From an optimization exercise on the open Yosys and OpenROAD flow, aimed at small area, a short achievable clock period and few clock cycles; shortcuts taken in it are not production practice. In this exercise RTL edits were held to simulation tests only and were not proved equivalent to the original.

==> flow/design.v <==
package fp_pkg;
    localparam logic [31:0] FP_ONE  = 32'h3F80_0000;
    localparam logic [31:0] FP_ZERO = 32'h0000_0000;
    typedef enum logic [1:0] {
        ST_IDLE,
        ST_MULA,
        ST_SQR,
        ST_FIN
    } state_t;
endpackage
module mult (
    input  logic [31:0] a,
    input  logic [31:0] b,
    output logic [31:0] product,
    output logic        overflow,
    output logic        underflow,
    output logic        enable
);
    logic               sign;
    logic               a_nan, a_inf, a_zero, b_nan, b_inf, b_zero;
    logic [47:0]        p, norm;
    logic [23:0]        mant;
    logic               rnd, stk;
    logic [24:0]        mant_r;
    logic [22:0]        frac;
    logic signed [10:0] exp_pre, exp_r;
    assign sign   = a[31] ^ b[31];
    assign a_nan  = (&a[30:23]) & (|a[22:0]);
    assign a_inf  = (&a[30:23]) & ~(|a[22:0]);
    assign a_zero = ~(|a[30:23]);
    assign b_nan  = (&b[30:23]) & (|b[22:0]);
    assign b_inf  = (&b[30:23]) & ~(|b[22:0]);
    assign b_zero = ~(|b[30:23]);
    assign p       = {1'b1, a[22:0]} * {1'b1, b[22:0]};
    assign norm    = p[47] ? p : {p[46:0], 1'b0};
    assign exp_pre = $signed({3'b000, a[30:23]}) + $signed({3'b000, b[30:23]})
                     - 11'sd127 + $signed({10'd0, p[47]});
    assign mant    = norm[47:24];
    assign rnd     = norm[23];
    assign stk     = |norm[22:0];
    assign mant_r  = {1'b0, mant} + {24'd0, rnd & (stk | mant[0])};
    assign exp_r   = exp_pre + $signed({10'd0, mant_r[24]});
    assign frac    = mant_r[24] ? mant_r[23:1] : mant_r[22:0];
    always_comb begin
        product   = '0;
        overflow  = 1'b0;
        underflow = 1'b0;
        enable    = 1'b0;
        if (a_nan || b_nan || (a_inf && b_zero) || (b_inf && a_zero)) begin
            product = 32'h7FC0_0000;
        end else if (a_inf || b_inf) begin
            product = {sign, 8'hFF, 23'd0};
        end else if (a_zero || b_zero) begin
            product = {sign, 31'd0};
        end else begin
            enable = 1'b1;
            if (exp_r >= 11'sd255) begin
                product  = {sign, 8'hFF, 23'd0};
                overflow = 1'b1;
            end else if (exp_r <= 11'sd0) begin
                product   = {sign, 31'd0};
                underflow = 1'b1;
            end else begin
                product = {sign, exp_r[7:0], frac};
            end
        end
    end
endmodule
module fp_pow_int #(
    parameter int unsigned NBITS = 8
) (
    input  logic             CLK,
    input  logic             RST,
    input  logic             start,
    input  logic [31:0]      X,
    input  logic [NBITS-1:0] N,
    output logic             busy,
    output logic             done,
    output logic [31:0]      result,
    output logic             overflow,
    output logic             underflow
);
    fp_pkg::state_t           state;
    logic [31:0]      acc, base;
    logic [NBITS-1:0] e;
    logic [31:0]      op_a, op_b, prod;
    logic             p_ovf, p_unf;
    logic             unused_mult_enable;
    always_comb begin
        op_a = acc;
        op_b = acc;
        case (state)
            fp_pkg::ST_MULA: begin op_a = acc;  op_b = base; end
            fp_pkg::ST_SQR:  begin op_a = base; op_b = base; end
            default: begin op_a = acc;  op_b = acc;  end
        endcase
    end
    mult u_mult (
        .a         (op_a),
        .b         (op_b),
        .product   (prod),
        .overflow  (p_ovf),
        .underflow (p_unf),
        .enable    (unused_mult_enable)
    );
    always_ff @(posedge CLK or negedge RST) begin
        if (!RST) begin
            state     <= fp_pkg::ST_IDLE;
            acc       <= '0;
            base      <= '0;
            e         <= '0;
            busy      <= 1'b0;
            done      <= 1'b0;
            result    <= fp_pkg::FP_ZERO;
            overflow  <= 1'b0;
            underflow <= 1'b0;
        end else begin
            done <= 1'b0;
            case (state)
                fp_pkg::ST_IDLE: begin
                    if (start) begin
                        acc       <= fp_pkg::FP_ONE;
                        base      <= X;
                        e         <= N;
                        overflow  <= 1'b0;
                        underflow <= 1'b0;
                        if (N == '0) begin
                            state  <= fp_pkg::ST_FIN;
                            result <= fp_pkg::FP_ONE;
                            done   <= 1'b1;
                        end else begin
                            state <= fp_pkg::ST_MULA;
                            busy  <= 1'b1;
                        end
                    end
                end
                fp_pkg::ST_MULA: begin
                    if (e[0]) begin
                        acc       <= prod;
                        overflow  <= overflow | p_ovf;
                        underflow <= underflow | p_unf;
                    end
                    if ((e >> 1) != '0) begin
                        state <= fp_pkg::ST_SQR;
                    end else begin
                        state  <= fp_pkg::ST_FIN;
                        busy   <= 1'b0;
                        done   <= 1'b1;
                        result <= e[0] ? prod : acc;
                    end
                end
                fp_pkg::ST_SQR: begin
                    base      <= prod;
                    overflow  <= overflow | p_ovf;
                    underflow <= underflow | p_unf;
                    e         <= e >> 1;
                    state     <= fp_pkg::ST_MULA;
                end
                fp_pkg::ST_FIN: begin
                    state <= fp_pkg::ST_IDLE;
                end
                default: begin
                    state <= fp_pkg::ST_IDLE;
                end
            endcase
        end
    end
endmodule
==> flow/constraint.sdc <==
create_clock -name core_clock -period 14.0 [get_ports {CLK}]
set_input_delay 2.8000 -clock core_clock [delete_from_list [all_inputs] [get_ports {CLK}]]
set_output_delay 2.8000 -clock core_clock [all_outputs]
set_load 0.01 [all_outputs]
==> flow/config.mk <==
export PLATFORM = sky130hd
export DESIGN_NAME = fp_pow_int
export DESIGN_NICKNAME = fp_pow_int
export VERILOG_FILES = /design/flow/design.v
export SDC_FILE = /design/flow/constraint.sdc
export NUM_CORES = 4
export LEC_CHECK = 0
export CAP_MARGIN = 20
export CORE_MARGIN = 2
export CORE_UTILIZATION = 40
export SLEW_MARGIN = 20
==> flow/run.sh <==
#!/bin/bash
# synth_recipe.tcl (not shown) runs the flow's synth.tcl, then flattens the netlist and writes it again
# the make line also repeats each setting of config.mk as NAME=value (left out here)
make -C /OpenROAD-flow-scripts/flow DESIGN_CONFIG=/design/flow/config.mk WORK_HOME=/design/flow/orfs CLKGATE_MAP_FILE= SYNTH_SCRIPT=/design/flow/synth_recipe.tcl finish
==> impl_table.tex <==
\begin{tabular}{lr}
\hline
Metric & Value \\
\hline
\multicolumn{2}{l}{\textbf{Status}} \\
Run status & complete, no violations \\
\multicolumn{2}{l}{\textbf{Logic synthesis}} \\
Synth area leaders & sky130\_fd\_sc\_hd\_\_fa\_1, sky130\_fd\_sc\_hd\_\_dfrtp\_1, sky130\_fd\_sc\_hd\_\_ha\_1, sky130\_fd\_sc\_hd\_\_inv\_1, sky130\_fd\_sc\_hd\_\_nand2\_1 \\
Fraction of the mapped netlist area in adder cells & 0.449 \\
Most used DFF post-synth & sky130\_fd\_sc\_hd\_\_dfrtp\_1 \\
Async set or reset register ratio after synthesis & 1.00 \\
Synth Area in Compound Gates & 0.115 \\
Number of enable-type register cells in the synthesized netlist & 0 \\
Dominant cell by count in the synthesized netlist & sky130\_fd\_sc\_hd\_\_inv\_1 \\
Multiplexer fraction of the synthesized cell area & 0.0352 \\
Cell count after synthesis & 3227 \\
Share of Yosys cell area claimed by the top area cell type & 0.360 \\
Post-synthesis xor/xnor area fraction & 0.0175 \\
Number of flip-flops and latches in the synthesized netlist & 110 \\
Synth warn & 2 \\
Top cells by count, synth & sky130\_fd\_sc\_hd\_\_inv\_1, sky130\_fd\_sc\_hd\_\_fa\_1, sky130\_fd\_sc\_hd\_\_nand2\_1 \\
Number of nets produced by synthesis & around 3900 \\
Fraction of the yosys area taken by sequential cells & 0.102 \\
Main combinational cell family by area after synthesis & adder cells \\
Post-Syn Area & 26900 um\^{}2 \\
Mean Syn Cell Area & about 8.3 um\^{}2 \\
Simple-gate share of the synthesized area & 0.171 \\
Count of cell types in the netlist & approximately 100 \\
Largest area contributor in the netlist & sky130\_fd\_sc\_hd\_\_fa\_1 \\
\multicolumn{2}{l}{\textbf{Clocking}} \\
Worst-skew pair later-pin latency & approximately 0.36 ns \\
CTS Hold Buffers Added & 0 \\
Number of buffers on the longest clock path & 2 \\
Cell at the root of the clock tree & sky130\_fd\_sc\_hd\_\_clkbuf\_16 \\
Number of CTS-inserted buffers & 9 \\
Post-CTS setup repair buffer count & 0 \\
Clock Sink Count & 110 \\
H-tree levels & 3 \\
Clock Pin Slew Worst Setup and Hold Paths & $\sim$0.080 ns \\
Number of gates given a new drive strength after cts & 0 \\
Clock tree from TritonCTS & done \\
\multicolumn{2}{l}{\textbf{Global route}} \\
Via count of the first global-routing pass & about 23000 \\
First-pass GRT wire length & between 100 and 150 mm \\
Initial antenna violation count & 5 \\
GRT Util Overall & 0.264 \\
Total overflow reported by the global router & 0 \\
Pin count of the biggest net entering global routing & just under 70 \\
\multicolumn{2}{l}{\textbf{Die}} \\
Height of the die & between 200 and 300 um \\
Initial standard-cell utilization of the core & 0.402 \\
Floorplan die area & between 60000 and 70000 um\^{}2 \\
Core outline area & approximately 67000 um\^{}2 \\
Die extent in x & about 260 um \\
Number of cell rows & 95 \\
I/O pins & 79 \\
\multicolumn{2}{l}{\textbf{Final layout}} \\
Fraction of layout instances using a drive strength above 1 & 0.0702 \\
\# fillers & around 6700 \\
Post-layout nets & around 4000 \\
Synth-to-layout area growth & 9.38\% \\
Summed area of non-filler cells in the final layout & 29500 um\^{}2 \\
\multicolumn{2}{l}{\textbf{Worst setup path}} \\
CP Data Required Time & approximately 14 ns \\
Element type at the critical path start & flip-flop \\
Crit path kind & flip-flop to flip-flop \\
Crit path buffers/inverters & 10 \\
Slowest Stage Delay on Critical Path & around 0.64 ns \\
Cell family contributing the most delay on the critical path & adder cells \\
Kind of capture point of the worst setup path & flip-flop \\
Top fanout value on the critical path & 16 \\
Most Frequent Cell on Critical Path & sky130\_fd\_sc\_hd\_\_fa\_1 \\
Arrival time of the worst setup path & between 10 and 15 ns \\
Critical-path top delay cell & sky130\_fd\_sc\_hd\_\_or4b\_1 \\
\multicolumn{2}{l}{\textbf{Timing}} \\
Clock skew after layout & between 0.01 and 0.015 ns \\
Final hold vios & 0 \\
Final slew viol count & 0 \\
Final Critical Period & approximately 13 ns \\
Achievable frequency & 75.4 MHz \\
Worst-case setup margin in the final layout & 0.739 ns \\
Final clock period utilization by the worst path & 0.947 \\
Setup Viol. Count Final & 0 \\
Worst Max-Slew Pin Slew & 0.918 ns \\
Max-Slew Margin vs Limit & 0.381 \\
\multicolumn{2}{l}{\textbf{Detailed routing}} \\
Remaining routing DRC violations & 0 \\
Number of nets with antenna violations after detailed routing & 0 \\
Vias after detailed routing & $\sim$23000 \\
Vias/cell & 5.56 \\
Total wirelength of the detailed-routed design & 90.7 mm \\
Average routed wire per standard cell & roughly 22 um \\
Initial DRC Count & 2011 \\
Drt pass-1 iters & 6 \\
\multicolumn{2}{l}{\textbf{Place}} \\
Place WS & around 0.47 ns \\
Port bufs & 78 \\
Final GP Congestion & $\sim$1 \\
Post-placement cell area & a little under 30000 um\^{}2 \\
Post-detailed-placement half-perimeter wirelength & 73.4 mm \\
\multicolumn{2}{l}{\textbf{Hold path}} \\
HP Class & flip-flop to flip-flop \\
\multicolumn{2}{l}{\textbf{Flow run}} \\
Max-cap violations & 0 \\
\hline
\end{tabular}
[sequential cells by signal, indices dropped and copies added (netlist names)]
signal and count:
acc 32, base 32, result 32, e 8, state 2, busy 1
done 1, overflow 1, underflow 1
[worst register-to-register path: cells and delay by family, from the launching register on]
| family | cells | cell delay, ns |
|---|---|---|
| fa+ha+maj | 12 | 5.06 |
| simple gates | 14 | 2.96 |
| compound gates | 10 | 2.41 |
| buf+inv | 10 | 1.53 |
| mux | 2 | 0.74 |
| flops | 1 | 0.44 |
[per-stage QoR]
step	utilization	hold WS (ns)	TNS, ns	std cells
after detailed placement	0.435	0.474	0	4133
final	0.440	0.491	0	4153
after global routing	0.440	0.538	-0.000250	4149
after CTS	0.439	0.499	0	4149
after global placement	0.435	0.466	0	4133
after floorplan	-	0.460	0	3227
[routing by layer]
| layer | up-vias | part of all wire | track usage |
|---|---|---|---|
| met5 | - | 0 | 0 |
| met4 | 0 | 0.036 | 0.0865 |
| met3 | 142 | 0.099 | 0.0515 |
| met2 | 1063 | 0.44 | 0.399 |
| met1 | 11600 | 0.43 | 0.379 |
| li1 | 10300 | - | - |
[cell type report]
class                   instances  area [um^2]  share of cell area
repair buffers                190         1670              0.0567
diodes                          4         10.0            0.000340
well taps                     873         1090              0.0371
clock buffers                  10          229             0.00777
flip-flops and latches        110         2750              0.0934
multi-input cells            2346        21300               0.724
clock inverters                 6         61.3             0.00208
inverters                     614         2320              0.0787
[kinds of logic (layout without fill, tap and decap cells)]
kind of cell             after synthesis  count (layout)
buffers and inverters                771             820
AND/OR/NAND/NOR                     1050            1050
adder cells (fa/ha/maj)              676             676
XOR/XNOR                              53              53
other                                  0               4
AO/OA/AOI/OAI                        477             477
flip-flops                           110             110
multiplexers                          90              90
[worst paths after layout]
kind                       depth (start not counted)  slack, ns             startpoint                endpoint
setup / recovery                                  48       0.74   state[0]$_DFFE_PN0P_  result[14]$_DFFE_PN0P_
hold / removal                                     2       0.49  result[1]$_DFFE_PN0P_   result[1]$_DFFE_PN0P_
setup reg to reg                                  48       0.74   state[0]$_DFFE_PN0P_  result[14]$_DFFE_PN0P_
hold reg to reg                                    2       0.49  result[1]$_DFFE_PN0P_   result[1]$_DFFE_PN0P_
max in group asynchronous                          2      10.24                    RST    base[28]$_DFFE_PN0P_
min in group asynchronous                          1       2.42                    RST  result[15]$_DFFE_PN0P_
[layout by cell type (no fill, tap or decap), drive strengths merged, types with 21 or more instances in the layout]
cell type / Yosys / layout
xor2: 21 / 21
xnor2: 32 / 32
clkdlybuf4s50: 0 / 77
buf: 44 / 113
and2: 29 / 29
inv: 611 / 611
mux2i: 53 / 53
nand4: 30 / 30
nor2: 380 / 380
fa: 484 / 484
nand3: 31 / 31
mux2: 37 / 37
a21oi: 145 / 145
nand2: 421 / 421
nor4: 27 / 27
dfrtp: 110 / 110
and3: 21 / 21
o21ai: 134 / 134
ha: 192 / 192
nor3: 40 / 40
Testbench counts, summed over its fixed seeds: cycles 157,367.

## what the ideal ports hide
The results above use ideal ports. As a check the final layout listed here was re-extracted and re-timed, cells and wires unchanged. Step 1: set_driving_cell puts a clkbuf_16 on CLK and a buf_2 on each other input, an assumption about the parent block. Step 2 also shifts input and output timing later by t, the mid clock arrival at the registers, as if the neighbouring blocks saw the same clock. a / b / c = ideal / step 1 / step 2; a / b = the first two.
t, ns: 0.400
slack for setup (ns): 0.739 / 0.739 / 0.739
hold WS [ns]: 0.491 / 0.491 / 0.491
pins driven straight from the clock port: 1
After both steps setup and hold are still met in this run. For this run, drivers alone change the setup slack by 0.000 ns; drivers and shift together by 0.000 ns.
